From an optimization exercise on the open Yosys and OpenROAD flow, aimed at small area and a short achievable clock period; shortcuts taken in it are not production practice.
Only simulation tests tie the RTL to the original design; equivalence was not proved.
Power figures rest on the tool's default switching activity, not on a simulated workload.

===== run.sh =====
#!/bin/bash
# synth_recipe.tcl (not shown) runs the flow's synth.tcl, then flattens the netlist and writes it again
# the make line also repeats each setting of config.mk as NAME=value (left out here)
make -C /OpenROAD-flow-scripts/flow DESIGN_CONFIG=/design/flow/config.mk WORK_HOME=/design/flow/orfs CLKGATE_MAP_FILE= SYNTH_SCRIPT=/design/flow/synth_recipe.tcl finish

===== design.v =====
module prog_delay_line #(
  parameter  int WIDTH = 8,
  parameter  int DEPTH = 256,
  localparam int AW    = $clog2(DEPTH)
) (
  input  logic             clk,
  input  logic             rst,
  input  logic             shift_enable,
  input  logic [WIDTH-1:0] data_in,
  input  logic             cfg_load,
  input  logic [AW:0]      delay_cfg,
  input  logic             flush,
  output logic [WIDTH-1:0] data_out,
  output logic             out_valid,
  output logic [AW:0]      cur_delay
);
  localparam int G  = 16;           
  logic [WIDTH-1:0] chain [DEPTH-1];
  logic [AW:0]      cur_delay_q;       
  logic [AW-1:0]    dm1_q, dm1_d;      
  logic [AW-1:0]    fill_q, fill_d;    
  logic [WIDTH-1:0] data_out_q, data_out_d;
  logic             out_valid_q, out_valid_d;
  logic [AW:0]      cfg_clamped;
  logic [3:0]       ins_row;
  logic             restart;
  logic             cfg_is_1;
  logic             cur_is_1;
  logic             hit;
  logic             d_is_1;
  logic [WIDTH-1:0] rd_data;
  always_comb begin
    cfg_clamped = delay_cfg;
    if (delay_cfg == '0) begin
      cfg_clamped = (AW+1)'(1);
    end else if (delay_cfg > (AW+1)'(DEPTH)) begin
      cfg_clamped = (AW+1)'(DEPTH);
    end
  end
  always_comb begin
    if (delay_cfg[AW])            dm1_d = '1;
    else if (delay_cfg == '0)     dm1_d = '0;
    else                          dm1_d = delay_cfg[AW-1:0] - AW'(1);
    if (!cfg_load)                dm1_d = dm1_q;
  end
  assign ins_row = ~dm1_q[AW-1:4];
  assign rd_data = chain[DEPTH - 1 - G + int'(dm1_q[3:0])];
  assign restart  = cfg_load | flush;
  assign cfg_is_1 = (delay_cfg[AW:1] == '0);
  assign cur_is_1 = (dm1_q == '0);
  assign d_is_1   = cfg_load ? cfg_is_1 : cur_is_1;
  assign hit      = restart ? d_is_1 : (fill_q >= dm1_q);
  always_comb begin
    fill_d      = restart ? '0 : fill_q;
    data_out_d  = data_out_q;
    out_valid_d = out_valid_q;
    if (restart) begin
      data_out_d  = '0;
      out_valid_d = 1'b0;
    end
    if (shift_enable) begin
      fill_d = (fill_d == '1) ? fill_d : fill_d + AW'(1);
      if (hit) begin
        out_valid_d = 1'b1;
        data_out_d  = d_is_1 ? data_in : rd_data;
      end else begin
        out_valid_d = 1'b0;
        data_out_d  = '0;
      end
    end
  end
  always_ff @(posedge clk) begin
    if (rst) begin
      fill_q      <= '0;
      dm1_q       <= AW'(DEPTH - 1);
      cur_delay_q <= (AW+1)'(DEPTH);
      data_out_q  <= '0;
      out_valid_q <= 1'b0;
    end else begin
      fill_q      <= fill_d;
      dm1_q       <= dm1_d;
      cur_delay_q <= cfg_load ? cfg_clamped : cur_delay_q;
      data_out_q  <= data_out_d;
      out_valid_q <= out_valid_d;
    end
  end
  always_ff @(posedge clk) begin
    if (shift_enable) begin
      chain[0] <= data_in;
      for (int s = 1; s < DEPTH-1; s++) begin
        if (s % G == 0 && (cfg_load || ins_row == 4'(s / G))) chain[s] <= data_in;
        else                                                  chain[s] <= chain[s-1];
      end
    end
  end
  assign data_out  = data_out_q;
  assign out_valid = out_valid_q;
  assign cur_delay = cur_delay_q;
endmodule

===== config.mk =====
export PLATFORM = sky130hd
export DESIGN_NAME = prog_delay_line
export DESIGN_NICKNAME = prog_delay_line
export VERILOG_FILES = /design/flow/design.v
export SDC_FILE = /design/flow/constraint.sdc
export NUM_CORES = 4
export LEC_CHECK = 0
export CAP_MARGIN = 20
export CORE_MARGIN = 2
export CORE_UTILIZATION = 40
export CTS_CLUSTER_DIAMETER = 100
export CTS_CLUSTER_SIZE = 30
export SETUP_SLACK_MARGIN = 3.7
export SLEW_MARGIN = 20

===== constraint.sdc =====
create_clock -name core_clock -period 6.0 [get_ports {clk}]
set_input_delay 1.2000 -clock core_clock [delete_from_list [all_inputs] [get_ports {clk}]]
set_output_delay 1.2000 -clock core_clock [all_outputs]
set_load 0.01 [all_outputs]

==> summary.md, run 1 <==
| Metric | Value |
|---|---|
| Outcome | timing/DRC/antenna clean |
| Cell Area, Synth | about 66000 um^2 |
| CTS Root Cell | clkbuf_16 |
| Worst-Margin Slew | 1079 ps |
| Die width | 409.8 um |
| DRC Markers | 0 |
| Post-synthesis sequential area ratio | 94.04% |
| Initial antenna violation count | 4 |
| Syn-to-layout area delta | 9.532% |
| Clock Skew | 33.58 ps |
| WL final | 92.96 mm |
| Max_cap viols | 0 |
| Sink Count | 2074 |
| EDFF count, synth | 2040 |
| # H-tree levels | 3 |
| DIE HEIGHT | 409.8 um |
| Netlist cell types | 69 |
| Cts bufs inserted | 80 |
| Worst hold path type | flip-flop to flip-flop |
| ANT nets after route | 0 |
| FP Rows | 148 |
| Vias in the first global route | 22810 |
| Tcrit/Tclk final | 40.01% |
| Worst-path fanout max | 2 |
| Global-route wire length before repair | between 100 and 150 mm |
| Synth Instances | 2562 |
| Synth Area per Inst | 25.71 um^2 |
| Nets@finish | 2739 |
| Max Fclk | 416.6 MHz |
| WS Path Type | flip-flop to output port |
| Ys Warns | 2 |
| Synthesized flop and latch total | around 2100 |
| Cell taking the most area after synthesis | edfxtp_1 |
| Type of origin of the critical path | flip-flop |
| I/O pins | 40 |
| Fin crit period | approximately 2400 ps |
| Pwr/cell area | between 300 and 400 nW/um^2 |
| Crit path DAT | 1200 ps |
| Most numerous cell in the Yosys netlist | edfxtp_1 |
| Core box area | 163100 um^2 |
| Crit path launch | data_out_q[2] |
| Slew HR | 28.06% |
| Placed inst area | 69380 um^2 |
| GPL Wtd Cong | 0.8340 |
| DR iter-0 viols | 2974 |
| Max-slew violation count | 0 |
| Initial Util | a little over 40% |
| Synth area leaders | edfxtp_1 (93%), mux2_2 (2.2%), dfxtp_1 (1.0%) |
| Hold Startpoint | chain[58][1] |
| Clock buffer depth | 3 |
| Final instance area | between 70000 and 80000 um^2 |
| R2R setup slack | 3770 ps |
| First-pass DRT Iterations | 5 |
| Pleak | 23.48 nW |
| Post-Syn Nets | 2595 |
| CP max stage delay | 380 ps |
| CTS tree | done |
| Via count | 23320 |
| Detailed Place HPWL | between 40 and 50 mm |
| Top_reg_cell synth | edfxtp_1 |
| RSZ-0062 raised after global routing | yes |
| Top cell type's share of synthesized area | 93.00% |
| Drt wl/cell | 18.98 um |
| Critical path cell sequence | buf_6 |
| Vias/cell | 4.763 |
| Final Setup Violations | 0 |
| Layout cells sized above 1 | 14.55% |
| Tot GR Track Use | 10.83% |
| Final Hold Viols | 0 |
| Req. time, crit path | 4800 ps |
| Commonest cells post-synth | edfxtp_1 (2040), mux2_2 (129), a21oi_1 (34), dfxtp_1 (34), nor2_1 (31) |
| Worst-skew pair later-pin latency | about 720 ps |
| Slowest CP cell | dfxtp_2 |
| CP endpoint kind | output port |
| Ys async rst share | 0% |
| Max rail drop VDD | about 0.00033 V |
| Post-CTS Hold Fix Bufs | 0 |
| Largest net degree at the start of global routing | 192 |
| Port bufs | 39 |
| CP bufs+invs | 1 |
| Die area | 167900 um^2 |
| Grt ovf | 0 |
| Setup TNS | 0 ps |
| Reg-to-Reg Start | dm1_q[1] |
| CP delay by family, top | flip-flops |
| Clock-pin transition on the worst setup and hold timing paths | 110 ps |
cell usage in the layout, fill, tap and decap left out, types with 19 or more instances in the layout:
| cell type | synthesis | routed |
|---|---|---|
| edfxtp_1 | 2040 | 2040 |
| mux2_2 | 129 | 121 |
| clkbuf_16 | 0 | 83 |
| nand3_1 | 19 | 19 |
| buf_6 | 3 | 21 |
| a21oi_1 | 34 | 28 |
| buf_4 | 3 | 39 |
| nor2_1 | 31 | 25 |
| dfxtp_2 | 0 | 19 |
per-stage QoR:
step                      total power [mW]  hold WS [ps]  setup WS, ps  utilization [%]  std cells
after floorplan                      17.52         400.3          3399                -       2562
after global routing                 25.16         396.8          3517            44.22       4897
final                                24.26         398.5          3600            44.22       4897
after CTS                            24.59         405.0          3520            44.12       4888
after global placement               18.04         400.3          2413            42.52       4768
after detailed placement             18.07         404.5          2396            42.53       4769
layout make-up:
class | count | area, um^2
antenna | 1 | 2.502
inverter | 17 | 76.32
multi-input combinational | 431 | 3948
clock inverter | 12 | 156.4
clock buffer | 85 | 2042
fill | 13350 | 91000
timing repair buffer | 102 | 1214
sequential | 2074 | 61990
tap | 2175 | 2721
cells by family after synthesis:
| kind of cell | share of synthesized area, % |
|---|---|
| compound gates | 1.400 |
| mux | 2.659 |
| buf+inv | 0.4065 |
| flops | 94.04 |
| simple gates | 1.111 |
| xor+xnor | 0.1596 |
| fa+ha+maj | 0.2260 |
where the power goes:
part / switching, mW / total (mW) / internal (mW)
Combinational: 0.477 / 0.680 / 0.204
Sequential: 0.255 / 17.1 / 16.8
Clock: 3.98 / 6.49 / 2.51
final timing paths:
kind	endpoint	depth (start not counted)
min	chain[59][1]	0
min reg2reg	chain[59][1]	0
max reg2reg	data_out_q[1]	9
max	data_out[2]	1
state kept, by name, summed over array words and instances, names as in the netlist:
| register | flops |
|---|---|
| dm1_q | 8 |
| data_out_q | 8 |
| out_valid_q | 1 |
| fill_q | 8 |
| cur_delay_q | 9 |
| chain | 2040 |
metal layers:
| metal | GRT usage [%] | up-vias | share of wire [%] |
|---|---|---|---|
| met5 | 0 | - | 0 |
| met4 | 2.998 | 0 | 2.5 |
| met3 | 1.939 | 135 | 3.6 |
| met2 | 15.54 | 356 | 44 |
| met1 | 16.97 | 12300 | 50 |
| li1 | - | 10530 | - |
repair_timing:
| action | in CTS | in global routing |
|---|---|---|
| endpoints found under the setup margin | 778 | 79 |
| pin swaps | 4 | 4 |
| cloned | 3 | 2 |
| setup buffers | 19 | 6 |
| resized for setup | 152 | 18 |
==> run 2: changes to the inputs <==
--- a/design.v
+++ b/design.v
@@ -21,6 +21,8 @@
   logic [AW-1:0]    fill_q, fill_d;    
   logic [WIDTH-1:0] data_out_q, data_out_d;
   logic             out_valid_q, out_valid_d;
+  logic [WIDTH-1:0] data_out_n;
+  logic             out_valid_n;
   logic [AW:0]      cfg_clamped;
   logic [3:0]       ins_row;
   logic             restart;
@@ -52,8 +54,8 @@
   assign hit      = restart ? d_is_1 : (fill_q >= dm1_q);
   always_comb begin
     fill_d      = restart ? '0 : fill_q;
-    data_out_d  = data_out_q;
-    out_valid_d = out_valid_q;
+    data_out_d  = ~data_out_n;
+    out_valid_d = ~out_valid_n;
     if (restart) begin
       data_out_d  = '0;
       out_valid_d = 1'b0;
@@ -76,12 +78,16 @@
       cur_delay_q <= (AW+1)'(DEPTH);
       data_out_q  <= '0;
       out_valid_q <= 1'b0;
+      data_out_n  <= '1;
+      out_valid_n <= 1'b1;
     end else begin
       fill_q      <= fill_d;
       dm1_q       <= dm1_d;
       cur_delay_q <= cfg_load ? cfg_clamped : cur_delay_q;
       data_out_q  <= data_out_d;
       out_valid_q <= out_valid_d;
+      data_out_n  <= ~data_out_d;
+      out_valid_n <= ~out_valid_d;
     end
   end
   always_ff @(posedge clk) begin
==> run 2 against run 1 <==
Flip-flop and latch count increased by 9. Combinational power increased by 2%. Critical path depth unchanged. Largest power group unchanged. Clock-buffer cell count increased by 6. Wire length decreased by 0.90%.
==> summary.md, run 2 <==
| Metric | Value |
|---|---|
| Outcome | timing/DRC/antenna clean |
| DRC Markers | 0 |
| Synth Area per Inst | 24.90 um^2 |
| Commonest non-fill, non-tap cell in the layout | edfxtp_1 |
| Layout cells sized above 1 | 13.01% |
| Combinational share of power | 2.8% |
| Met2 Track Usage GR | 14.20% |
| Die width | 410.7 um |
| Max Fclk | 414.2 MHz |
| Worst hold path type | flip-flop to flip-flop |
| Critical path cell sequence | buf_6 |
| Core box area | 164600 um^2 |
| Synth area leaders | edfxtp_1 (93%), mux2_2 (1.5%), dfxtp_1 (1.3%) |
| Synth Instances | 2656 |
| CP bufs+invs | 1 |
| Cell Area, Synth | 66150 um^2 |
| CP delay by family, top | flip-flops |
| Vias in the first global route | between 20000 and 25000 |
| Nets@finish | approximately 2800 |
| CTS tree | done |
| Syn-to-layout area delta | 9.811% |
| Cts bufs inserted | 80 |
| P_int | 19.62 mW |
| Cell taking the most area after synthesis | edfxtp_1 |
| Placed cell count | 4868 |
| Met3 Use GR | 2.206% |
| Initial Util | 40.18% |
| Fin crit period | 2414 ps |
| Detailed Place HPWL | 47.11 mm |
| WS Path Type | flip-flop to output port |
| Clock buffer depth | 3 |
| Clock power frac | between 20% and 30% |
| Netlist cell types | 70 |
| Placed inst area | 69610 um^2 |
| Final Setup Violations | 0 |
| Initial antenna violation count | 3 |
| Type of origin of the critical path | flip-flop |
| PnR worst setup slack | between 3000 and 4000 ps |
| Max-slew violation count | 0 |
| DR iter-0 viols | approximately 3000 |
| CTS Root Cell | clkbuf_16 |
| Met1 Track Usage GR | between 15 and 20% |
| Pleak | approximately 24 nW |
| Number of flip-flops in the largest register | 2040 |
| Req. time, crit path | 4800 ps |
| Top cell type's share of synthesized area | 92.61% |
| Global-route wire length before repair | 137.2 mm |
| Max rail drop VDD | 0.0003078 V |
| Switch Pwr | 4.730 mW |
| Regs by FF count | chain x2040, cur_delay_q x9 |
| Max_cap viols | 0 |
| Drt wl/cell | approximately 18 um |
| EDFF count, synth | between 2000 and 2500 |
| Slew HR | 35.81% |
| Seq pwr share | 70.4% |
| Largest net degree at the start of global routing | 182 |
| Tot GR Track Use | around a tenth |
| Sink Count | 2083 |
| Global routing's busiest layer | met1 |
| RSZ-0062 raised after global routing | yes |
| ANT nets after route | 0 |
| Setup Slack @ Placement | around 2400 ps |
| Clock-pin transition on the worst setup and hold timing paths | approximately 120 ps |
| Final Hold Viols | 0 |
| Tcrit/Tclk final | 40.24% |
| Clock Skew | 18.94 ps |
| Finished Layout Cells | 5019 |
| Vias/cell | 4.796 |
| # H-tree levels | 3 |
| Most numerous cell in the Yosys netlist | edfxtp_1 |
| First-pass DRT Iterations | 5 |
| DIE HEIGHT | 410.7 um |
| Top_reg_cell synth | edfxtp_1 |
| Crit path DAT | 1210 ps |
| Grt ovf | 0 |
| Synthesized flop and latch total | 2083 |
| CP endpoint kind | output port |
| WL final | 92.12 mm |
| Pwr/cell area | between 300 and 400 nW/um^2 |
| Worst-skew pair later-pin latency | 720 ps |
| Switching Fraction | 19.43% |
| Largest register by flop count | chain |
| Ys async rst share | 0% |
| Setup TNS | 0 ps |
| Commonest cells after routing, fill and taps aside | edfxtp_1 (2040), clkbuf_16 (90), mux2_2 (87) |
| Via count | 24070 |
| Commonest cells post-synth | edfxtp_1 (2040), mux2_2 (87), nand2_1 (65) |
| Post-synthesis sequential area ratio | 93.91% |
| FP Rows | 149 |
| Final instance area | 72640 um^2 |
| GPL Wtd Cong | 0.7941 |
| Post-Syn Nets | 2689 |
| Worst-Margin Slew | roughly 960 ps |
| Worst-path fanout max | 1 |
| Slowest CP cell | dfxtp_2 |
| Die area | about 170000 um^2 |
| I/O pins | 40 |
| Port bufs | 39 |
| Ys Warns | 2 |
| Post-CTS Hold Fix Bufs | 0 |
| CP max stage delay | 380 ps |
## run 2: cell types whose count changed after synthesis, moves of 9 or more
cell,change
mux2i_1,+9
o21ai_0,+42
mux2_2,-42
nand2_1,+49
clkbuf_1,+14
dfxtp_1,+9
## run 2: timing repair
item | in CTS | in global routing
buffers inserted | 15 | 21
cloned | 1 | 9
gates resized for setup | 153 | 22
pin swaps | 5 | 5
endpoints found under the setup margin | 702 | 734
## run 2: path summary, 6_finish.rpt
kind | start | endpoint | slack, ps | cells after the start
setup / recovery | data_out_q[5] | data_out[5] | 3590 | 1
hold / removal | chain[185][2] | chain[186][2] | 410 | 0
setup reg to reg | dm1_q[2] | data_out_n[4] | 3700 | 7
hold reg to reg | chain[185][2] | chain[186][2] | 410 | 0
## run 2: cell type report
cell class              instances  area [um^2]
inverters                      20        90.09
fillers                     13590        91980
diodes                          1        2.502
well taps                    2189         2739
multi-input cells             500         3950
repair buffers                122         1484
clock inverters                13        136.4
flip-flops and latches       2083        62170
clock buffers                  91         2064
## run 2: cells by family after synthesis
group                      share of synthesized area, %
AOI/OAI and AO/OA                                 1.886
xor gates and xnor gates                         0.1192
adders and majority gates                        0.2081
buffers and inverters                            0.4918
DFF                                               93.91
muxes                                             1.859
and+or+nand+nor                                   1.525
## run 2: power groups by stage
stage / logic, mW / registers (mW) / clock network (mW)
floorplan: 0.227 / 17.4 / 0
global placement: 0.616 / 17.5 / 0
detailed placement: 0.633 / 17.5 / 0
CTS: 0.655 / 17.2 / 6.80
global route: 0.755 / 17.2 / 7.26
finish: 0.692 / 17.1 / 6.51
## run 2: stage by stage
stage | util [%] | total power, mW | hold WS [ps]
after floorplan | - | 17.58 | 400.3
after global placement | 42.28 | 18.09 | 400.0
after detailed placement | 42.28 | 18.12 | 404.5
after CTS | 43.82 | 24.63 | 408.9
after global routing | 44.12 | 25.25 | 413.5
final | 44.13 | 24.35 | 410.7
## run 2: metal layers
metal	up-vias	part of all wire, %
met3	119	5.1
met2	464	42
li1	10900	-
met1	12590	51
met4	0	2.0
met5	-	0
==> run 3: changes to the inputs <==
--- a/config.mk
+++ b/config.mk
@@ -7,7 +7,7 @@
 export LEC_CHECK = 0
 export CAP_MARGIN = 20
 export CORE_MARGIN = 2
-export CORE_UTILIZATION = 40
+export CORE_UTILIZATION = 50
 export CTS_CLUSTER_DIAMETER = 100
 export CTS_CLUSTER_SIZE = 30
 export SETUP_SLACK_MARGIN = 3.7
==> run 3 against run 2 <==
Still clean. Wire length grew 1.2%. Setup slack gained 45 ps. Sequential share of layout area up 0.72 points. Largest power group unchanged.
==> summary.md, run 3 <==
| Metric | Value |
|---|---|
| Type of origin of the critical path | flip-flop |
| Worst-path fanout max | 1 |
| GPL Wtd Cong | 0.8120 |
| Worst hold path endpoint | chain[90][3] |
| Seq pwr share | 70.0% |
| Worst-Margin Slew | 1067 ps |
| Pleak | ~24 nW |
| Outcome | timing/DRC/antenna clean |
| Pwr/cell area | 340.3 nW/um^2 |
| Tcrit/Tclk final | 39.49% |
| Synthesized flop and latch total | 2083 |
| Vias in the first global route | 23420 |
| Max rail drop VDD | 0.0002381 V |
| Util after Layout | 54.79% |
| Cell taking the most area after synthesis | edfxtp_1 |
| Hold Startpoint | chain[89][3] |
| Vias/cell | 5.237 |
| R2R setup slack | 3740 ps |
| Cts bufs inserted | 81 |
| Terminus of the critical flop-to-flop path | data_out_q[6] |
| Post-Syn Nets | 2689 |
| CTS Root Cell | clkbuf_16 |
| Commonest cells after routing, fill and taps aside | edfxtp_1 (2040), clkbuf_16 (88), mux2_2 (87) |
| Global-route wire length before repair | 142.9 mm |
| Synth Instances | 2656 |
| Fin crit period | 2370 ps |
| Netlist cell types | 70 |
| Reg-to-Reg Start | dm1_q[2] |
| CP bufs+invs | 1 |
| Most numerous cell in the Yosys netlist | edfxtp_1 |
| Clock power frac | 27.3% |
| Largest net degree at the start of global routing | 216 |
| Post-synthesis sequential area ratio | 93.91% |
| Clock buffer depth | 3 |
| Combinational share of power | 2.8% |
| Hold WS | ~400 ps |
| CP endpoint kind | output port |
| Layout cells sized above 1 | 12.60% |
| Die area | 135200 um^2 |
| Port bufs | 39 |
| Initial antenna violation count | 3 |
| Final Hold Viols | 0 |
| DR iter-0 viols | between 2000 and 3000 |
| Nets@finish | 2820 |
| P_int | 19.77 mW |
| Switching Fraction | 19.34% |
| Clock Skew | 21.02 ps |
| Cell Area, Synth | approximately 66000 um^2 |
| WL final | 93.22 mm |
| Max Fclk | 422.0 MHz |
| FF/Latch Area | around 62000 um^2 |
| Switch Pwr | 4.742 mW |
| WHS Path Cells | 0 |
| Largest register by flop count | chain |
| Commonest non-fill, non-tap cell in the layout | edfxtp_1 |
| Synth area leaders | edfxtp_1 (93%), mux2_2 (1.5%), dfxtp_1 (1.3%) |
| Grt ovf | 0 |
| Commonest cells post-synth | edfxtp_1 (2040), mux2_2 (87), nand2_1 (65) |
| Multi-input logic area | 3989 um^2 |
| Max-slew violation count | 0 |
| ANT nets after route | 0 |
| Initial Util | slightly above 50% |
| CP delay by family, top | flip-flops |
| CP max stage delay | 360 ps |
| I/O pins | 40 |
| Detailed Place HPWL | approximately 47 mm |
| Die width | around 370 um |
| FP Rows | 133 |
| DRC Markers | 0 |
| Slowest CP cell | dfxtp_2 |
| Drt wl/cell | a little over 20 um |
| Via count | 23920 |
| Regs by FF count | chain x2040, cur_delay_q x9 |
| Ys async rst share | 0% |
| Syn-to-layout area delta | 8.892% |
| DIE HEIGHT | 367.7 um |
| Tot GR Track Use | between 10 and 15% |
| Post-CTS Hold Fix Bufs | 0 |
| Top_reg_cell synth | edfxtp_1 |
| Req. time, crit path | 4800 ps |
| Synth Area per Inst | 24.90 um^2 |
| Worst hold path type | flip-flop to flip-flop |
| CTS tree | done |
| WS Path Type | flip-flop to output port |
| Number of flip-flops in the largest register | 2040 |
| Worst-skew pair later-pin latency | 690 ps |
| RSZ-0062 raised after global routing | yes |
| First-pass DRT Iterations | 7 |
| Placed cell count | 4432 |
| Setup TNS | 0 ps |
| Final Setup Violations | 0 |
| Sink Count | 2083 |
| Critical path cell sequence | buf_6 |
| Reg2reg path depth | 10 |
| Ys Warns | 2 |
| Core box area | 131500 um^2 |
| Top cell type's share of synthesized area | between 90% and 100% |
| Slew HR | 28.83% |
| Clock-pin transition on the worst setup and hold timing paths | 110 ps |
| EDFF count, synth | 2040 |
| Max_cap viols | 0 |
| Crit path DAT | 1170 ps |
| # H-tree levels | 3 |
| Layout filler cell count | between 9000 and 10000 |
| Finished Layout Cells | 4567 |
run 3: area by class of cell:
cell class | count | area share, %
Tap cell | 1755 | 3.049
Inverter | 20 | 0.1442
Clock inverter | 7 | 0.1390
Multi-Input combinational cell | 500 | 5.538
Timing Repair Buffer | 101 | 1.728
Antenna cell | 2 | 0.006948
Sequential cell | 2083 | 86.31
Clock buffer | 99 | 3.085
run 3: worst max-delay path by stage:
stage | start | to | slack, ps | cells after the start
3_5_place_dp | rst | data_out_n[0] | 2360 | 6
2_1_floorplan | cfg_load | fill_q[2] | 3260 | 9
3_3_place_gp | flush | fill_q[2] | 2420 | 9
6_report | data_out_q[1] | data_out[1] | 3630 | 1
4_1_cts | data_out_q[4] | data_out[4] | 3570 | 1
5_1_grt | data_out_q[3] | data_out[3] | 3560 | 1
run 3: power groups by stage:
| stage | Sequential, mW | Clock [mW] | Combinational [mW] |
|---|---|---|---|
| after floorplan | 17.4 | 0 | 0.227 |
| after detailed placement | 17.5 | 0 | 0.641 |
| after CTS | 17.2 | 6.99 | 0.672 |
| after global placement | 17.5 | 0 | 0.617 |
| final | 17.2 | 6.68 | 0.679 |
| after global routing | 17.2 | 7.45 | 0.743 |
run 3: timing repair:
item                       in CTS  in global routing
gates cloned                    5                  1
resized for setup             166                 25
pin swaps                       5                  2
setup buffers                  11                  9
setup endpoints to repair     658                210
run 3: per-stage QoR:
step                      total power, mW  setup slack, ps  instance area, um^2
final                               24.51             3630                72030
after global routing                25.44             3564                72020
after CTS                           24.85             3566                71820
after detailed placement            18.12             2361                69060
after global placement              18.09             2424                69060
after floorplan                     17.58             3265                66400
run 3: per-layer routing:
metal / part of all wire [%] / vias up / GRT usage, %
met4: 2.3 / 0 / 3.721
met2: 44 / 446 / 19.44
met1: 50 / 12490 / 22.07
met5: 0 / - / 0
met3: 4.3 / 124 / 2.612
li1: - / 10850 / -
run 3: cell families after synthesis:
group                      synth area share [%]
DFF                                       93.91
and+or+nand+nor                           1.525
AOI/OAI and AO/OA                         1.886
muxes                                     1.859
buffers and inverters                    0.4918
adders and majority gates                0.2081
xor gates and xnor gates                 0.1192
==> run 4: changes to the inputs <==
--- a/config.mk
+++ b/config.mk
@@ -10,5 +10,6 @@
 export CORE_UTILIZATION = 50
 export CTS_CLUSTER_DIAMETER = 100
 export CTS_CLUSTER_SIZE = 30
+export PLACE_DENSITY = 0.7
 export SETUP_SLACK_MARGIN = 3.7
 export SLEW_MARGIN = 20
==> run 4 against run 3 <==
Combinational power shrank 2%. Sequential share of layout area increased by 0.36 points. Clock-buffer cell count is 8 lower. Via count shrank 0.11%. Final area down 0.42%. Register-to-register slack got worse by 20 ps. Clock power down 4.5%. First-iteration DRC count shrank 2.8%. Worst hold slack better by 13 ps. Power is 1.3% lower. Sequential power about the same.
==> summary.md, run 4 <==
| Metric | Value |
|---|---|
| Final Hold Viols | 0 |
| Cts bufs inserted | 79 |
| Setup TNS | 0 ps |
| Final Setup Violations | 0 |
| WS Path Type | flip-flop to output port |
| Layout cells sized above 1 | about 12% |
| Cell Area, Synth | 66150 um^2 |
| CTS Root Cell | clkbuf_16 |
| RSZ-0062 raised after global routing | yes |
| Sink Count | roughly 2100 |
| # H-tree levels | 3 |
| CP delay by family, top | flip-flops |
| Setup Slack @ Placement | 2370 ps |
| Post-Syn Nets | 2689 |
| Worst-path fanout max | 1 |
| Synthesized flop and latch total | 2083 |
| I/O pins | 40 |
| Reg2reg path depth | 5 |
| Die width | 367.7 um |
| DR iter-0 viols | 2629 |
| Grt ovf | 0 |
| Outcome | timing/DRC/antenna clean |
| Regs by FF count | chain x2040, cur_delay_q x9 |
| Synth area leaders | edfxtp_1 (93%), mux2_2 (1.5%), dfxtp_1 (1.3%) |
| Core box area | 131500 um^2 |
| Max rail drop VDD | 0.0002495 V |
| Crit path DAT | between 1000 and 1500 ps |
| Synth Instances | 2656 |
| Req. time, crit path | 4800 ps |
| Cell taking the most area after synthesis | edfxtp_1 |
| Largest register by flop count | chain |
| Max_cap viols | 0 |
| DIE HEIGHT | 367.7 um |
| Worst hold path type | flip-flop to flip-flop |
| Fin crit period | 2366 ps |
| GPL Wtd Cong | 0.8085 |
| Netlist cell types | 70 |
| CP bufs+invs | 1 |
| Syn-to-layout area delta | 8.436% |
| Ys Warns | 2 |
| Crit. path cell count | 1 |
| EDFF count, synth | 2040 |
| Slowest CP cell | dfxtp_2 |
| Initial antenna violation count | 4 |
| Max Fclk | 422.6 MHz |
| Max-slew violation count | 0 |
| Worst-Margin Slew | 1080 ps |
| Via count | 23890 |
| WL final | 90.48 mm |
| Vias/cell | 5.242 |
| Slew HR | 27.98% |
| PnR worst setup slack | 3634 ps |
| Tcrit/Tclk final | 39.44% |
| Nets@finish | 2816 |
| Commonest non-fill, non-tap cell in the layout | edfxtp_1 |
| Type of origin of the critical path | flip-flop |
| ANT nets after route | 0 |
| CP max stage delay | 370 ps |
| FP Rows | 133 |
| Post-synthesis sequential area ratio | about 94% |
| Commonest cells post-synth | edfxtp_1 (2040), mux2_2 (87), nand2_1 (65) |
| Detailed Place HPWL | 45.82 mm |
| Pwr/cell area | 337.4 nW/um^2 |
| Top cell type's share of synthesized area | 92.61% |
| Number of flip-flops in the largest register | 2040 |
| DRC Markers | 0 |
| Global-route wire length before repair | 137.6 mm |
| First-pass DRT Iterations | 6 |
| Vias in the first global route | 22970 |
| Critical path cell sequence | buf_6 |
| CTS tree | done |
| CP endpoint kind | output port |
| Initial Util | 50.32% |
| Clock Skew | 21.83 ps |
| Die area | between 100000 and 150000 um^2 |
| Port bufs | 39 |
| Worst-skew pair later-pin latency | 690 ps |
| WHS Path Cells | 0 |
| Synth Area per Inst | 24.90 um^2 |
| Commonest cells after routing, fill and taps aside | edfxtp_1 (2040), mux2_2 (87), clkbuf_16 (82) |
| Drt wl/cell | between 15 and 20 um |
| Largest net degree at the start of global routing | 199 |
| Ys async rst share | 0% |
| Clock buffer depth | 3 |
| Clock-pin transition on the worst setup and hold timing paths | 110 ps |
| Most numerous cell in the Yosys netlist | edfxtp_1 |
| Top_reg_cell synth | edfxtp_1 |
| Tot GR Track Use | a little over an eighth |
| Pleak | 23.56 nW |
[run 4: per-layer routing]
layer  up-vias  part of all wire (%)  GRT usage [%]
li1      10830                     -              -
met1     12450                    49          20.98
met2       501                    44          18.72
met3       103                   5.0          2.335
met4         0                   1.9          3.477
met5         -                     0              0
[run 4: worst reg2reg max path, stage by stage, from the launching register on]
cell and delay (ps):
dfxtp_4 460, inv_1 120, nor2_1 690, a31oi_1 180
buf_4 250, mux2_2 330
[run 4: final cells by class]
type                    instances  area [um^2]
multi-input cells             500         3951
inverters                      20        93.84
well taps                    1755         2196
repair buffers                 99         1172
flip-flops and latches       2083        62160
fillers                      9540        59740
clock buffers                  91         2043
diodes                          1        2.502
clock inverters                 8        103.9
[run 4: cells by family after synthesis]
| group | after synthesis | share of synthesized area (%) |
|---|---|---|
| flops | 2083 | 93.91 |
| simple gates | 190 | 1.525 |
| compound gates | 178 | 1.886 |
| mux | 112 | 1.859 |
| buf+inv | 73 | 0.4918 |
| fa+ha+maj | 11 | 0.2081 |
| xor+xnor | 9 | 0.1192 |
[run 4: path summary, 6_finish.rpt]
path / start / to / slack, ps
max: data_out_q[1] / data_out[1] / 3630
min: chain[148][5] / chain[149][5] / 420
max reg2reg: dm1_q[5] / chain[16][5] / 3720
min reg2reg: chain[148][5] / chain[149][5] / 420
[run 4: what timing repair did]
item	4_1_cts	5_1_grt
pin swaps	5	1
gates cloned	4	2
buffers inserted	11	11
endpoints found under the setup margin	661	914
gates resized for setup	159	21
hold buffers	0	0
[run 4: power breakdown]
part	total [mW]	internal, mW	leakage [nW]	switching [mW]
Clock	6.38	2.48	1.05	3.90
Combinational	0.666	0.185	2.18	0.482
Sequential	17.2	16.9	20.3	0.254
Total	24.2	19.6	23.6	4.63
[run 4: metrics by stage]
step	cells	instance area, um^2	power, mW	util [%]	hold WS (ps)
floorplan	2656	66400	17.58	-	400.3
CTS	4543	71520	24.46	54.41	419.2
detailed placement	4429	68980	18.11	52.47	404.5
finish	4557	71730	24.20	54.56	415.7
global placement	4429	68980	18.07	52.47	400.3
global route	4556	71730	25.02	54.56	425.2
==> run 5: changes to the inputs <==
--- a/config.mk
+++ b/config.mk
@@ -11,5 +11,5 @@
 export CTS_CLUSTER_DIAMETER = 100
 export CTS_CLUSTER_SIZE = 30
 export PLACE_DENSITY = 0.7
-export SETUP_SLACK_MARGIN = 3.7
+export SETUP_SLACK_MARGIN = 3.78
 export SLEW_MARGIN = 20
==> run 5 against run 4 <==
Setup slack got worse by 17 ps. Sequential share of layout area decreased by 0.58 points. Final cell count increased by 0.57%. Global-route usage increased by 0.39 points. Clock-buffer cell count increased by 2. Combinational power increased by 6.3%. First-iteration DRC count decreased by 6.6%. Register-to-register slack improved by 80 ps. Clock power increased by 0.6%. Sequential power about the same. Power increased by 0.33%. Largest cell class unchanged.
==> summary.md, run 5 <==
| Metric | Value |
|---|---|
| GPL Wtd Cong | approximately 0.83 |
| Commonest non-fill, non-tap cell in the layout | edfxtp_1 |
| Cell Area, Synth | 66150 um^2 |
| Max-slew violation count | 0 |
| Seq pwr share | 70.7% |
| DIE HEIGHT | 367.7 um |
| DR iter-0 viols | 2456 |
| WHS Path Cells | 0 |
| Switch Pwr | roughly 4.6 mW |
| Syn-to-layout area delta | 9.182% |
| Clock power frac | 26.4% |
| Max Fclk | 419.5 MHz |
| Commonest cells after routing, fill and taps aside | edfxtp_1 (2040), mux2_2 (87), clkbuf_16 (85) |
| Synth Area per Inst | 24.90 um^2 |
| Top_reg_cell synth | edfxtp_1 |
| Drt wl/cell | 20.15 um |
| Commonest cells post-synth | edfxtp_1 (2040), mux2_2 (87), nand2_1 (65) |
| First-pass DRT Iterations | 5 |
| Final Hold Viols | 0 |
| Synth area leaders | edfxtp_1 (93%), mux2_2 (1.5%), dfxtp_1 (1.3%) |
| Port bufs | 39 |
| Tcrit/Tclk final | 39.73% |
| FP Rows | about 130 |
| # H-tree levels | 3 |
| Max rail drop VDD | 0.0002383 V |
| Combinational share of power | 2.9% |
| P_int | about 20 mW |
| Placed cell count | 4440 |
| Tot GR Track Use | between 10% and 20% |
| Clock buffer depth | 3 |
| RSZ-0062 raised after global routing | yes |
| Cts bufs inserted | 80 |
| Final Setup Violations | 0 |
| Crit path DAT | about 1200 ps |
| Pwr/cell area | 336.2 nW/um^2 |
| DRC Markers | 0 |
| Nets@finish | 2843 |
| Core box area | 131500 um^2 |
| Ys async rst share | 0% |
| Req. time, crit path | about 4800 ps |
| Detailed Place HPWL | 46.90 mm |
| Pleak | 23.75 nW |
| Initial antenna violation count | 1 |
| CTS tree | done |
| Largest register by flop count | chain |
| Post-Syn Nets | ~2700 |
| Switching Fraction | 19.11% |
| Grt ovf | 0 |
| WL final | 92.33 mm |
| Vias/cell | 5.271 |
| Post-synthesis sequential area ratio | 93.91% |
| Worst-skew pair later-pin latency | just under 700 ps |
| CP delay by family, top | flip-flops |
| Crit. path cell count | 1 |
| WS Path Type | flip-flop to output port |
| Cell taking the most area after synthesis | edfxtp_1 |
| Synth Instances | around 2700 |
| Most numerous cell in the Yosys netlist | edfxtp_1 |
| Sink Count | roughly 2100 |
| Type of origin of the critical path | flip-flop |
| Synthesized flop and latch total | 2083 |
| Ant diodes | 0 |
| Clock Skew | 26.81 ps |
| Vias in the first global route | 23320 |
| Die area | about 140000 um^2 |
| CP max stage delay | 380 ps |
| Worst-Margin Slew | 987.1 ps |
| EDFF count, synth | between 2000 and 2500 |
| Slew HR | 34.19% |
| ANT nets after route | 0 |
| Netlist cell types | 70 |
| CTS Root Cell | clkbuf_16 |
| Initial Util | between 50% and 60% |
| CP bufs+invs | 1 |
| I/O pins | 40 |
| Regs by FF count | chain x2040, cur_delay_q x9 |
| Fin crit period | 2384 ps |
| Slowest CP cell | dfxtp_4 |
| Worst hold path type | flip-flop to flip-flop |
| Via count | 24160 |
| Ys Warns | 2 |
| Global-route wire length before repair | 141.2 mm |
| Outcome | timing/DRC/antenna clean |
| Largest net degree at the start of global routing | slightly below 200 |
| Finished Layout Cells | roughly 4600 |
| CP endpoint kind | output port |
| Max_cap viols | 0 |
| Critical path cell sequence | buf_6 |
| Setup TNS | 0 ps |
| Die width | about 370 um |
| Post-CTS Hold Fix Bufs | 0 |
| Clock-pin transition on the worst setup and hold timing paths | 120 ps |
| Top cell type's share of synthesized area | 92.61% |
| Reg2reg path depth | 10 |
| Worst-path fanout max | 1 |
| Number of flip-flops in the largest register | 2040 |
| Layout cells sized above 1 | ~13% |
[run 5: layer usage]
layer,GRT usage (%),vias up,wire (um)
met3,2.536,135,4215
met1,21.44,12640,45070
met2,19.49,497,41130
met4,3.250,0,1909
li1,-,10880,-
met5,0,-,0
[run 5: per-stage QoR]
step	hold WS, ps	util (%)	cell area [um^2]	setup slack, ps	total power, mW
3_3_place_gp	400.8	52.57	69120	2396	18.08
4_1_cts	403.5	54.62	71810	3573	24.52
2_1_floorplan	400.3	-	66400	3265	17.58
5_1_grt	409.3	54.94	72220	3556	25.13
6_report	402.9	54.94	72220	3616	24.28
3_5_place_dp	404.5	52.57	69120	2364	18.12
[run 5: final timing paths]
kind | start | to | slack, ps
worst max-delay path | data_out_q[3] | data_out[3] | 3620
worst min-delay path | chain[66][3] | chain[67][3] | 400
worst max register to register | dm1_q[2] | out_valid_q | 3800
worst min register to register | chain[66][3] | chain[67][3] | 400
[run 5: area by class of cell]
type / count / area, um^2
tap: 1755 / 2196
clock inverter: 7 / 91.34
multi-input combinational: 500 / 4034
sequential: 2083 / 62170
inverter: 20 / 112.6
fill: 9416 / 59240
timing repair buffer: 125 / 1523
clock buffer: 93 / 2093
[run 5: logic make-up after synthesis]
group,after synthesis,share of synthesized area [%]
AO/OA/AOI/OAI,178,1.886
XOR/XNOR,9,0.1192
adder cells (fa/ha/maj),11,0.2081
buffers and inverters,73,0.4918
flip-flops,2083,93.91
multiplexers,112,1.859
AND/OR/NAND/NOR,190,1.525
[run 5: repair_timing]
action                                  CTS  global route
resized for setup                       173            44
setup endpoints to repair              1069           441
gates cloned                              6             3
setup buffers                            12            22
pin swaps                                 4             5
endpoints found under the hold margin     0             0
[run 5: power groups by stage]
stage                     clock (mW)  sequential (mW)  combinational (mW)
after CTS                       6.65             17.2               0.682
final                           6.42             17.2               0.708
after floorplan                    0             17.4               0.227
after detailed placement           0             17.5               0.644
after global routing            7.11             17.2               0.769
after global placement             0             17.5               0.614
==> run 6: changes to the inputs <==
--- a/config.mk
+++ b/config.mk
@@ -7,9 +7,9 @@
 export LEC_CHECK = 0
 export CAP_MARGIN = 20
 export CORE_MARGIN = 2
-export CORE_UTILIZATION = 50
+export CORE_UTILIZATION = 55
 export CTS_CLUSTER_DIAMETER = 100
 export CTS_CLUSTER_SIZE = 30
-export PLACE_DENSITY = 0.7
-export SETUP_SLACK_MARGIN = 3.78
+export PLACE_DENSITY = 0.75
+export SETUP_SLACK_MARGIN = 3.7
 export SLEW_MARGIN = 20
==> run 6 against run 5 <==
Still clean on timing, DRC and antenna. Power fell by 0.31%. Setup slack improved by 4.4 ps. Via count fell by 1.0%. Global-route usage rose by 1.4 points. Flip-flop and latch count did not move. Largest power group unchanged. Highest routed layer unchanged.
==> summary.md, run 6 <==
| Metric | Value |
|---|---|
| Nets@finish | between 2000 and 3000 |
| Outcome | timing/DRC/antenna clean |
| CP bufs+invs | 1 |
| Global-route wire length before repair | 138.8 mm |
| Port bufs | 39 |
| Commonest cells post-synth | edfxtp_1 (2040), mux2_2 (87), nand2_1 (65) |
| Layout filler cell count | 7916 |
| Met2 Track Usage GR | between 20 and 25% |
| # H-tree levels | 3 |
| Grt ovf | 0 |
| Clock power frac | a little over a quarter |
| CP delay by family, top | flip-flops |
| Largest net degree at the start of global routing | 225 |
| Tot Pwr | 24.20 mW |
| Post-CTS Hold Fix Bufs | 0 |
| Cell Area, Synth | 66150 um^2 |
| Vias in the first global route | 23090 |
| Pwr/cell area | 337.8 nW/um^2 |
| Pleak | 23.59 nW |
| Crit path DAT | 1180 ps |
| Max rail drop VDD | 0.0003674 V |
| Max-slew violation count | 0 |
| Max Fclk | 420.3 MHz |
| Setup TNS | 0 ps |
| P_int | 19.60 mW |
| Seq pwr share | 70.9% |
| Layout cells sized above 1 | 12.17% |
| Final instance area | slightly above 70000 um^2 |
| Cell taking the most area after synthesis | edfxtp_1 |
| CP max stage delay | 380 ps |
| Cts bufs inserted | 79 |
| Switch Pwr | 4.604 mW |
| First-pass DRT Iterations | 5 |
| WL final | 92.73 mm |
| Regs by FF count | chain x2040, cur_delay_q x9 |
| Most numerous cell in the Yosys netlist | edfxtp_1 |
| Vias/cell | 5.415 |
| Met1 Track Usage GR | 22.99% |
| Synthesized flop and latch total | 2083 |
| Largest register by flop count | chain |
| Netlist cell types | 70 |
| Tot GR Track Use | between 10 and 15% |
| Worst-path fanout max | 1 |
| Clock-pin transition on the worst setup and hold timing paths | 110 ps |
| Commonest cells after routing, fill and taps aside | edfxtp_1 (2040), mux2_2 (87), clkbuf_16 (84) |
| Slew HR | 26.24% |
| CP endpoint kind | output port |
| Via count | 23910 |
| Final Setup Violations | 0 |
| Tcrit/Tclk final | 39.65% |
| Worst-Margin Slew | 1106 ps |
| DIE HEIGHT | 350.8 um |
| Worst hold path type | flip-flop to flip-flop |
| Die area | between 100000 and 150000 um^2 |
| Type of origin of the critical path | flip-flop |
| Ys async rst share | 0% |
| GPL Wtd Cong | 0.8315 |
| Detailed Place HPWL | 47.05 mm |
| Max_cap viols | 0 |
| PnR worst setup slack | roughly 3600 ps |
| I/O pins | 40 |
| Clock Skew | approximately 28 ps |
| Fin crit period | between 2000 and 2500 ps |
| Synth area leaders | edfxtp_1 (93%), mux2_2 (1.5%), dfxtp_1 (1.3%) |
| Post-synthesis sequential area ratio | 93.91% |
| Sink Count | 2083 |
| Number of flip-flops in the largest register | 2040 |
| Synth Area per Inst | 24.90 um^2 |
| Core box area | 119700 um^2 |
| Critical path cell sequence | buf_6 |
| Clock buffer depth | 3 |
| Req. time, crit path | approximately 4800 ps |
| Worst-skew pair later-pin latency | 690 ps |
| Setup Slack @ Placement | 2398 ps |
| Die width | 350.8 um |
| FP Rows | 127 |
| Met3 Use GR | 2.432% |
| Top_reg_cell synth | edfxtp_1 |
| RSZ-0062 raised after global routing | yes |
| Syn-to-layout area delta | 8.321% |
| WS Path Type | flip-flop to output port |
| DR iter-0 viols | 2187 |
| Drt wl/cell | 21.00 um |
| CTS Root Cell | clkbuf_16 |
| Slowest CP cell | dfxtp_4 |
| EDFF count, synth | 2040 |
| CTS tree | done |
| Commonest non-fill, non-tap cell in the layout | edfxtp_1 |
| Placed inst area | 68800 um^2 |
| Synth Instances | 2656 |
| Initial antenna violation count | 2 |
| DRC Markers | 0 |
| Global routing's busiest layer | met1 |
| Post-Syn Nets | 2689 |
| Final Hold Viols | 0 |
| ANT nets after route | 0 |
| Top cell type's share of synthesized area | 92.61% |
| Ys Warns | 2 |
| Initial Util | 55.28% |
| Combinational share of power | about 2.8% |
| Switching Fraction | 19.02% |
## run 6: changes by cell type in the layout (fill, tap and decap cells not counted), moves of 3 or more
cell / delta
a31oi_1: +3
buf_16: -3
a21oi_1: +3
bufbuf_16: -3
buf_4: -20
a21oi_2: -4
a31oi_4: -3
## run 6: path summary, 6_finish.rpt
path            startpoint             to  slack (ps)  cells after the start
min          chain[163][0]  chain[164][0]         410                      0
min reg2reg  chain[163][0]  chain[164][0]         410                      0
max reg2reg       dm1_q[5]   chain[16][3]        3690                      5
max          data_out_q[3]    data_out[3]        3620                      1
## run 6: repair_timing
action / 4_1_cts / 5_1_grt
pin swaps: 4 / 2
endpoints found under the setup margin: 1263 / 378
resized for setup: 157 / 24
setup buffers: 9 / 14
cloned: 3 / 4
## run 6: power groups by stage
| stage | Sequential (mW) | Combinational [mW] | Clock (mW) |
|---|---|---|---|
| 6_report | 17.2 | 0.676 | 6.36 |
| 5_1_grt | 17.3 | 0.737 | 6.98 |
| 4_1_cts | 17.2 | 0.654 | 6.56 |
| 3_5_place_dp | 17.5 | 0.630 | 0 |
| 3_3_place_gp | 17.5 | 0.596 | 0 |
| 2_1_floorplan | 17.4 | 0.227 | 0 |
## run 6: per-layer routing
metal | wire length (um) | share of wire, % | vias up
li1 | - | - | 10830
met1 | 43240 | 47 | 12420
met2 | 42520 | 46 | 535
met3 | 4594 | 5.0 | 135
met4 | 2371 | 2.6 | 0
met5 | 0 | 0 | -
## run 6: logic make-up (layout without fill, tap and decap cells)
kind of cell / Yosys count / in the layout / synth area share (%)
buffers and inverters: 73 / 220 / 0.4918
flip-flops: 2083 / 2083 / 93.91
XOR/XNOR: 9 / 9 / 0.1192
AO/OA/AOI/OAI: 178 / 178 / 1.886
AND/OR/NAND/NOR: 190 / 190 / 1.525
other: 0 / 1 / 0
multiplexers: 112 / 112 / 1.859
adder cells (fa/ha/maj): 11 / 11 / 0.2081
## run 6: cell type report
cell class / instances / area (um^2) / share of cell area, %
Tap cell: 1612 / 2017 / 2.815
Antenna cell: 1 / 2.502 / 0.003492
Inverter: 20 / 98.84 / 0.1380
Clock buffer: 92 / 2047 / 2.857
Clock inverter: 6 / 88.84 / 0.1240
Timing Repair Buffer: 102 / 1265 / 1.765
Sequential cell: 2083 / 62170 / 86.76
Multi-Input combinational cell: 500 / 3966 / 5.536
## run 6: through the flow
stage | instances | utilization [%] | hold WS (ps)
floorplan | 2656 | - | 400.3
finish | 4416 | 59.88 | 406.8
detailed placement | 4286 | 57.50 | 404.5
CTS | 4396 | 59.57 | 413.2
global route | 4415 | 59.88 | 423.0
global placement | 4286 | 57.50 | 400.5
==> run 7: changes to the inputs <==
--- a/design.v
+++ b/design.v
@@ -19,15 +19,15 @@
   logic [AW:0]      cur_delay_q;       
   logic [AW-1:0]    dm1_q, dm1_d;      
   logic [AW-1:0]    fill_q, fill_d;    
+  logic             ready_q, ready_d;  
+  logic             is1_q, is1_d;      
   logic [WIDTH-1:0] data_out_q, data_out_d;
   logic             out_valid_q, out_valid_d;
-  logic [WIDTH-1:0] data_out_n;
-  logic             out_valid_n;
   logic [AW:0]      cfg_clamped;
   logic [3:0]       ins_row;
   logic             restart;
   logic             cfg_is_1;
-  logic             cur_is_1;
+  logic             cfg_le_2;
   logic             hit;
   logic             d_is_1;
   logic [WIDTH-1:0] rd_data;
@@ -49,13 +49,19 @@
   assign rd_data = chain[DEPTH - 1 - G + int'(dm1_q[3:0])];
   assign restart  = cfg_load | flush;
   assign cfg_is_1 = (delay_cfg[AW:1] == '0);
-  assign cur_is_1 = (dm1_q == '0);
-  assign d_is_1   = cfg_load ? cfg_is_1 : cur_is_1;
-  assign hit      = restart ? d_is_1 : (fill_q >= dm1_q);
+  assign cfg_le_2 = (delay_cfg[AW:2] == '0) && (delay_cfg[1:0] != 2'd3);
+  assign d_is_1   = cfg_load ? cfg_is_1 : is1_q;
+  assign hit      = restart ? d_is_1 : ready_q;
+  assign is1_d    = cfg_load ? cfg_is_1 : is1_q;
+  always_comb begin
+    if (cfg_load)    ready_d = shift_enable ? cfg_le_2 : cfg_is_1;
+    else if (flush)  ready_d = shift_enable ? (dm1_q[AW-1:1] == '0) : is1_q;
+    else             ready_d = shift_enable ? ((AW+1)'(fill_q) + (AW+1)'(1) >= (AW+1)'(dm1_q)) : ready_q;
+  end
   always_comb begin
     fill_d      = restart ? '0 : fill_q;
-    data_out_d  = ~data_out_n;
-    out_valid_d = ~out_valid_n;
+    data_out_d  = data_out_q;
+    out_valid_d = out_valid_q;
     if (restart) begin
       data_out_d  = '0;
       out_valid_d = 1'b0;
@@ -74,20 +80,20 @@
   always_ff @(posedge clk) begin
     if (rst) begin
       fill_q      <= '0;
+      ready_q     <= 1'b0;
+      is1_q       <= 1'b0;
       dm1_q       <= AW'(DEPTH - 1);
       cur_delay_q <= (AW+1)'(DEPTH);
       data_out_q  <= '0;
       out_valid_q <= 1'b0;
-      data_out_n  <= '1;
-      out_valid_n <= 1'b1;
     end else begin
       fill_q      <= fill_d;
+      ready_q     <= ready_d;
+      is1_q       <= is1_d;
       dm1_q       <= dm1_d;
       cur_delay_q <= cfg_load ? cfg_clamped : cur_delay_q;
       data_out_q  <= data_out_d;
       out_valid_q <= out_valid_d;
-      data_out_n  <= ~data_out_d;
-      out_valid_n <= ~out_valid_d;
     end
   end
   always_ff @(posedge clk) begin
--- a/config.mk
+++ b/config.mk
@@ -7,9 +7,8 @@
 export LEC_CHECK = 0
 export CAP_MARGIN = 20
 export CORE_MARGIN = 2
-export CORE_UTILIZATION = 55
+export CORE_UTILIZATION = 40
 export CTS_CLUSTER_DIAMETER = 100
 export CTS_CLUSTER_SIZE = 30
-export PLACE_DENSITY = 0.75
-export SETUP_SLACK_MARGIN = 3.7
+export SETUP_SLACK_MARGIN = 3.8
 export SLEW_MARGIN = 20
==> run 7 against run 6 <==
Core utilization is 16 points lower. Worst hold slack lost 6.7 ps. Synthesized area shrank 0.15%. Clock-buffer cell count down 2. Critical endpoint is now data_out[0]. Final area increased by 1.8%. Wire length is 0.78% higher. Largest cell class unchanged.
==> summary.md, run 7 <==
| Metric | Value |
|---|---|
| ANT nets after route | 0 |
| Post-Syn Nets | 2630 |
| Port bufs | 39 |
| Top cell type's share of synthesized area | 92.75% |
| Worst-skew pair later-pin latency | 710 ps |
| Worst-Margin Slew | roughly 1200 ps |
| Commonest cells post-synth | edfxtp_1 (2040), mux2_2 (124), dfxtp_1 (36) |
| Most numerous cell in the Yosys netlist | edfxtp_1 |
| Sink Count | roughly 2100 |
| WS Path Type | flip-flop to output port |
| Slew HR | 22.93% |
| Max-slew violation count | 0 |
| Top_reg_cell synth | edfxtp_1 |
| Max rail drop VDD | between 0.00015 and 0.0002 V |
| Terminus of the critical flop-to-flop path | chain[32][4] |
| Layout cells sized above 1 | between 10 and 15% |
| Detailed Place HPWL | 46.90 mm |
| Worst hold path type | flip-flop to flip-flop |
| Netlist cell types | just over 70 |
| Worst-path fanout max | 2 |
| EDFF count, synth | 2040 |
| Global-route wire length before repair | about 140 mm |
| CP endpoint kind | output port |
| Die area | 168400 um^2 |
| Crit path launch | data_out_q[0] |
| Cell Area, Synth | 66050 um^2 |
| Pleak | 24.10 nW |
| I/O pins | 40 |
| DRC Markers | 0 |
| Clock-pin transition on the worst setup and hold timing paths | 110 ps |
| CTS tree | done |
| Largest net degree at the start of global routing | roughly 210 |
| Final Hold Viols | 0 |
| DIE HEIGHT | 410.4 um |
| Via count | 23680 |
| Core box area | 164400 um^2 |
| PnR worst setup slack | 3596 ps |
| Worst hold path endpoint | chain[71][6] |
| Synthesized flop and latch total | 2076 |
| Commonest non-fill, non-tap cell in the layout | edfxtp_1 |
| RSZ-0062 raised after global routing | yes |
| Post-CTS Hold Fix Bufs | 0 |
| CP bufs+invs | 1 |
| Placed inst area | between 70000 and 80000 um^2 |
| Outcome | timing/DRC/antenna clean |
| Setup TNS | 0 ps |
| Req. time, crit path | 4800 ps |
| Ys async rst share | 0% |
| Slowest CP cell | dfxtp_2 |
| Max_cap viols | 0 |
| Max Fclk | 415.9 MHz |
| Initial antenna violation count | 6 |
| Largest register by flop count | chain |
| Cell taking the most area after synthesis | edfxtp_1 |
| Fin crit period | 2404 ps |
| WL final | 93.45 mm |
| Reg-to-Reg Start | dm1_q[4] |
| CTS Root Cell | clkbuf_16 |
| Clock buffer depth | 3 |
| Post-synthesis sequential area ratio | a little over nine tenths |
| Vias in the first global route | 23290 |
| Synth Instances | 2595 |
| Critical path cell sequence | buf_6 |
| Commonest cells after routing, fill and taps aside | edfxtp_1 (2040), mux2_4 (119), clkbuf_16 (85) |
| Finished Layout Cells | 4942 |
| # H-tree levels | 3 |
| WHS Path Cells | 0 |
| Final instance area | 72940 um^2 |
| Hold Startpoint | chain[70][6] |
| CP max stage delay | 380 ps |
| FP Rows | 149 |
| Regs by FF count | chain x2040, cur_delay_q x9 |
| Pwr/cell area | ~330 nW/um^2 |
| Synth area leaders | edfxtp_1 (93%), mux2_2 (2.1%), dfxtp_1 (1.1%) |
| Nets@finish | about 2800 |
| Tot Pwr | 24.23 mW |
| DR iter-0 viols | 2846 |
| Drt wl/cell | 18.91 um |
| Clock Skew | about 30 ps |
| Ys Warns | 2 |
| Vias/cell | 4.792 |
| Placed cell count | 4808 |
| Tot GR Track Use | a little over a tenth |
| GPL Wtd Cong | 0.7855 |
| Final Setup Violations | 0 |
| CP delay by family, top | flip-flops |
| Setup Slack @ Placement | 2356 ps |
| Synth Area per Inst | 25.45 um^2 |
| Tcrit/Tclk final | about two fifths |
| Initial Util | 40.17% |
| Type of origin of the critical path | flip-flop |
| R2R setup slack | 3890 ps |
| Hold WS | 400.1 ps |
| Layout filler cell count | about 14000 |
| Number of flip-flops in the largest register | 2040 |
| Util after Layout | 44.36% |
| Die width | 410.4 um |
| Reg2reg path depth | 4 |
| Grt ovf | 0 |
| Crit path DAT | 1200 ps |
| Syn-to-layout area delta | 10.43% |
| First-pass DRT Iterations | 7 |
| Cts bufs inserted | 79 |
[run 7: cell types whose count changed after synthesis, moves of 8 or more]
cell	change
mux2_2	+37
mux4_2	+9
nand2_1	-48
nand2b_1	+11
nand3_1	+9
o21ai_0	-45
o221ai_1	-8
[run 7: power by group]
group          switching [mW]  internal, mW
Combinational           0.457         0.233
Clock                    3.93          2.51
Sequential              0.255          16.8
[run 7: cell type report]
class	instances	area, um^2	area share, %
multi-input combinational	457	4631	6.349
inverter	16	65.06	0.08920
sequential	2076	62020	85.04
tap	2189	2739	3.755
antenna	2	5.005	0.006862
timing repair buffer	105	1329	1.822
clock buffer	90	2082	2.855
clock inverter	7	62.56	0.08577
[run 7: worst reg2reg max path, cell delays in order (launching register included)]
cell and delay, ps:
dfxtp_2 550, inv_1 250, nor2_4 360, a31oi_4 310, mux2_4 400
[run 7: logic make-up (layout without fill, tap and decap cells)]
| group | after synthesis | after routing | synth area share (%) |
|---|---|---|---|
| simple gates | 153 | 153 | 1.332 |
| xor+xnor | 17 | 17 | 0.2254 |
| mux | 153 | 153 | 2.724 |
| compound gates | 121 | 121 | 1.258 |
| fa+ha+maj | 13 | 13 | 0.2463 |
| flops | 2076 | 2076 | 93.84 |
| other cells | 0 | 2 | 0 |
| buf+inv | 62 | 218 | 0.3751 |
[run 7: what timing repair did]
action                     in CTS  in global routing
setup endpoints to repair    1547                407
resized for setup             187                 32
pin swaps                       6                  6
gates cloned                    5                  3
buffers inserted               21                  6
[run 7: worst max path at each step]
stage | to | slack (ps) | cells after the start
after floorplan | data_out_q[6] | 3230 | 6
after global placement | data_out_q[1] | 2500 | 4
after detailed placement | data_out_q[4] | 2360 | 4
after CTS | data_out[3] | 3530 | 1
after global routing | data_out[0] | 3530 | 1
final | data_out[0] | 3600 | 1
[run 7: per-layer routing]
layer	global-route usage, %	vias up	part of all wire [%]
met5	0	-	0
met4	2.833	0	2.2
met3	1.831	119	3.9
met2	15.83	390	44
met1	17.03	12530	50
li1	-	10640	-
==> run 8: changes to the inputs <==
--- a/config.mk
+++ b/config.mk
@@ -10,5 +10,5 @@
 export CORE_UTILIZATION = 40
 export CTS_CLUSTER_DIAMETER = 100
 export CTS_CLUSTER_SIZE = 30
-export SETUP_SLACK_MARGIN = 3.8
+export SETUP_SLACK_MARGIN = 3.62
 export SLEW_MARGIN = 20
==> run 8 against run 7 <==
Still clean. Fmax barely moved. Final area fell by 0.67%. Worst hold slack improved by 8.5 ps. Global-route usage fell by 0.16 points. Clock skew fell by 7.4 ps. Synthesized cell count did not move. Wire length fell by 2.5%. Critical path type unchanged.
==> summary.md, run 8 <==
| Metric | Value |
|---|---|
| Outcome | timing/DRC/antenna clean |
| Largest net degree at the start of global routing | 204 |
| Final Hold Viols | 0 |
| I/O pins | 40 |
| Max rail drop VDD | 0.0002312 V |
| DIE HEIGHT | 410.4 um |
| Worst-path fanout max | 2 |
| Slowest CP cell | dfxtp_4 |
| RSZ-0062 raised after global routing | yes |
| Commonest cells after routing, fill and taps aside | edfxtp_1 (2040), clkbuf_16 (82), mux2_4 (71) |
| Met2 wire length | 40.20 mm |
| XOR/XNOR share of the synthesized area | 0.2254% |
| Syn-to-layout area delta | 9.690% |
| # H-tree levels | 3 |
| Post-synthesis adder-cell area fraction | less than 1% |
| Ys async rst share | 0% |
| First-pass DRT Iterations | 7 |
| Initial Util | 40.17% |
| Final instance area | 72450 um^2 |
| Layout cells sized above 1 | 13.36% |
| WS Path Type | flip-flop to output port |
| Number of flip-flops in the largest register | approximately 2000 |
| Tot Pwr | between 20 and 25 mW |
| Post-synthesis sequential area ratio | a little over nine tenths |
| WHS Path Cells | 0 |
| Grt ovf | 0 |
| Tcrit/Tclk final | between 40% and 50% |
| Highest metal used | met4 |
| Cell Area, Synth | between 60000 and 70000 um^2 |
| Critical path cell sequence | buf_6 |
| Worst hold path endpoint | chain[132][4] |
| Worst-Margin Slew | ~1100 ps |
| Die width | 410.4 um |
| Synthesized flop and latch total | 2076 |
| Crit path DAT | 1210 ps |
| Largest family of logic cells by synthesized area | multiplexers |
| Placed cell count | 4809 |
| Max-slew violation count | 0 |
| Type of origin of the critical path | flip-flop |
| Port bufs | 39 |
| Layout filler cell count | ~14000 |
| Top_reg_cell synth | edfxtp_1 |
| Sink Count | 2076 |
| Detailed Place HPWL | approximately 46 mm |
| Clock Skew | between 20 and 25 ps |
| Top cell type's share of synthesized area | between 90% and 100% |
| Post-synthesis mux area share | 2.724% |
| DRC Markers | 0 |
| FF/Latch Area | a little over 60000 um^2 |
| ANT nets after route | 0 |
| Vias in the first global route | 23130 |
| Worst hold path type | flip-flop to flip-flop |
| Finished Layout Cells | 4921 |
| Clock-pin transition on the worst setup and hold timing paths | 110 ps |
| CP max stage delay | 380 ps |
| Commonest cells post-synth | edfxtp_1 (2040), mux2_2 (124), dfxtp_1 (36) |
| Post-Syn Nets | roughly 2600 |
| Cell taking the most area after synthesis | edfxtp_1 |
| Synth Instances | 2595 |
| CP delay by family, top | flip-flops |
| Worst-skew pair later-pin latency | 720 ps |
| Core box area | 164400 um^2 |
| R2R setup slack | ~3700 ps |
| Most numerous cell in the Yosys netlist | edfxtp_1 |
| Max_cap viols | 0 |
| Vias/cell | around 4.8 |
| CP endpoint kind | output port |
| Netlist cell types | 71 |
| Terminus of the critical flop-to-flop path | chain[16][0] |
| Cts bufs inserted | 80 |
| Largest register by flop count | chain |
| Met3 routed WL | 3.493 mm |
| Util after Layout | 44.06% |
| Commonest non-fill, non-tap cell in the layout | edfxtp_1 |
| Clock buffer depth | 3 |
| Hold Startpoint | chain[131][4] |
| Compound-cell area share of the yosys netlist | under 10% |
| Post-CTS Hold Fix Bufs | 0 |
| Ys Warns | 2 |
| Pleak | 23.76 nW |
| CTS tree | done |
| Post-Synth Simple-Gate Area | 1.332% |
| Placed inst area | 69860 um^2 |
| Final Setup Violations | 0 |
| Reg-to-Reg Start | dm1_q[5] |
| Global-route wire length before repair | approximately 140 mm |
| Initial antenna violation count | 1 |
| Reg2reg path depth | 4 |
| Tot GR Track Use | between 10% and 20% |
| Drt wl/cell | approximately 19 um |
| Max Fclk | 415.6 MHz |
| Fin crit period | 2406 ps |
| WL final | 91.14 mm |
| Ant diodes | 0 |
| Setup TNS | 0 ps |
| CP bufs+invs | 1 |
| Synth area leaders | edfxtp_1 (93%), mux2_2 (2.1%), dfxtp_1 (1.1%) |
| Die area | 168400 um^2 |
| Regs by FF count | chain x2040, cur_delay_q x9 |
| Via count | 23380 |
| Synth Area per Inst | 25.45 um^2 |
| Pwr/cell area | 334.9 nW/um^2 |
| Req. time, crit path | roughly 4800 ps |
| DR iter-0 viols | 2559 |
| Post-Route M1 WL | ~46 mm |
| EDFF count, synth | 2040 |
| Multi-input logic area | 4368 um^2 |
| Slew HR | 29.69% |
| GPL Wtd Cong | 0.8088 |
| Nets@finish | approximately 2800 |
| FP Rows | 149 |
| CTS Root Cell | clkbuf_16 |
-- run 8: final cells by class --
| cell class | instances | area share [%] |
|---|---|---|
| multi-input cells | 457 | 6.029 |
| inverters | 16 | 0.08981 |
| flip-flops and latches | 2076 | 85.62 |
| repair buffers | 88 | 1.418 |
| well taps | 2189 | 3.780 |
| clock inverters | 13 | 0.2349 |
| clock buffers | 82 | 2.832 |
-- run 8: stage by stage --
stage          hold WS [ps]  setup slack, ps
2_1_floorplan         400.3             3234
3_3_place_gp          400.5             2563
3_5_place_dp          404.5             2498
4_1_cts               415.0             3409
5_1_grt               417.1             3525
6_report              408.6             3594
-- run 8: routing by layer --
metal,global-route usage [%],up-vias
met3,2.226,122
met1,16.66,12310
li1,-,10620
met4,2.751,0
met5,0,-
met2,15.43,334
-- run 8: power by group --
group / total [mW] / internal (mW) / switching, mW
sequential: 17.1 / 16.8 / 0.249
clock: 6.53 / 2.56 / 3.97
combinational: 0.639 / 0.195 / 0.443
-- run 8: logic make-up after synthesis --
logic type	after synthesis
simple gates	153
flops	2076
compound gates	121
buf+inv	62
mux	153
xor+xnor	17
fa+ha+maj	13
-- run 8: timing repair --
action,in CTS,in global routing
pin swaps,2,1
resized for setup,138,20
endpoints found under the hold margin,0,0
buffers inserted,6,7
gates cloned,4,0
setup endpoints to repair,430,34
-- run 8: worst max path at each step --
stage / start / end / slack (ps) / cells after the start
floorplan: delay_cfg[4] / data_out_q[6] / 3230 / 6
CTS: data_out_q[2] / data_out[2] / 3410 / 1
global placement: cfg_load / data_out_q[3] / 2560 / 7
global route: data_out_q[6] / data_out[6] / 3520 / 1
detailed placement: cfg_load / data_out_q[3] / 2500 / 7
finish: data_out_q[2] / data_out[2] / 3590 / 1

[separate check: timing with driven ports]
No port has a modelled driver above. Below, the same layouts with a new extraction and two added sets of constraints. Step 1 assumes that a clkbuf_16 drives the clock port and a buf_2 every other input. Step 2, shift: input delay + t, output delay - t, t = (earliest + latest rising clock arrival at the registers) / 2. This alone moves slack from input paths to output paths. a / b / c = no drivers / after step 1 / after step 2; a / b = the first two.
run	t, ns	setup WS [ns]	clock arrival spread, ns
run 1	0.767	3.600 / 3.527 / 2.876	0.058 / 0.058
run 2	0.786	3.586 / 3.505 / 2.817	0.025 / 0.026
run 3	0.753	3.630 / 3.562 / 2.867	0.032 / 0.032
run 4	0.756	3.634 / 3.562 / 2.947	0.033 / 0.033
run 5	0.738	3.616 / 3.547 / 2.859	0.035 / 0.034
run 6	0.747	3.621 / 3.551 / 2.844	0.042 / 0.042
run 7	0.766	3.596 / 3.519 / 2.892	0.034 / 0.033
run 8	0.774	3.594 / 3.522 / 2.782	0.035 / 0.035
After both steps setup and hold are still met in every run listed. For run 8, which loses most, drivers alone change the setup slack by -0.072 ns; drivers and shift together by -0.812 ns.
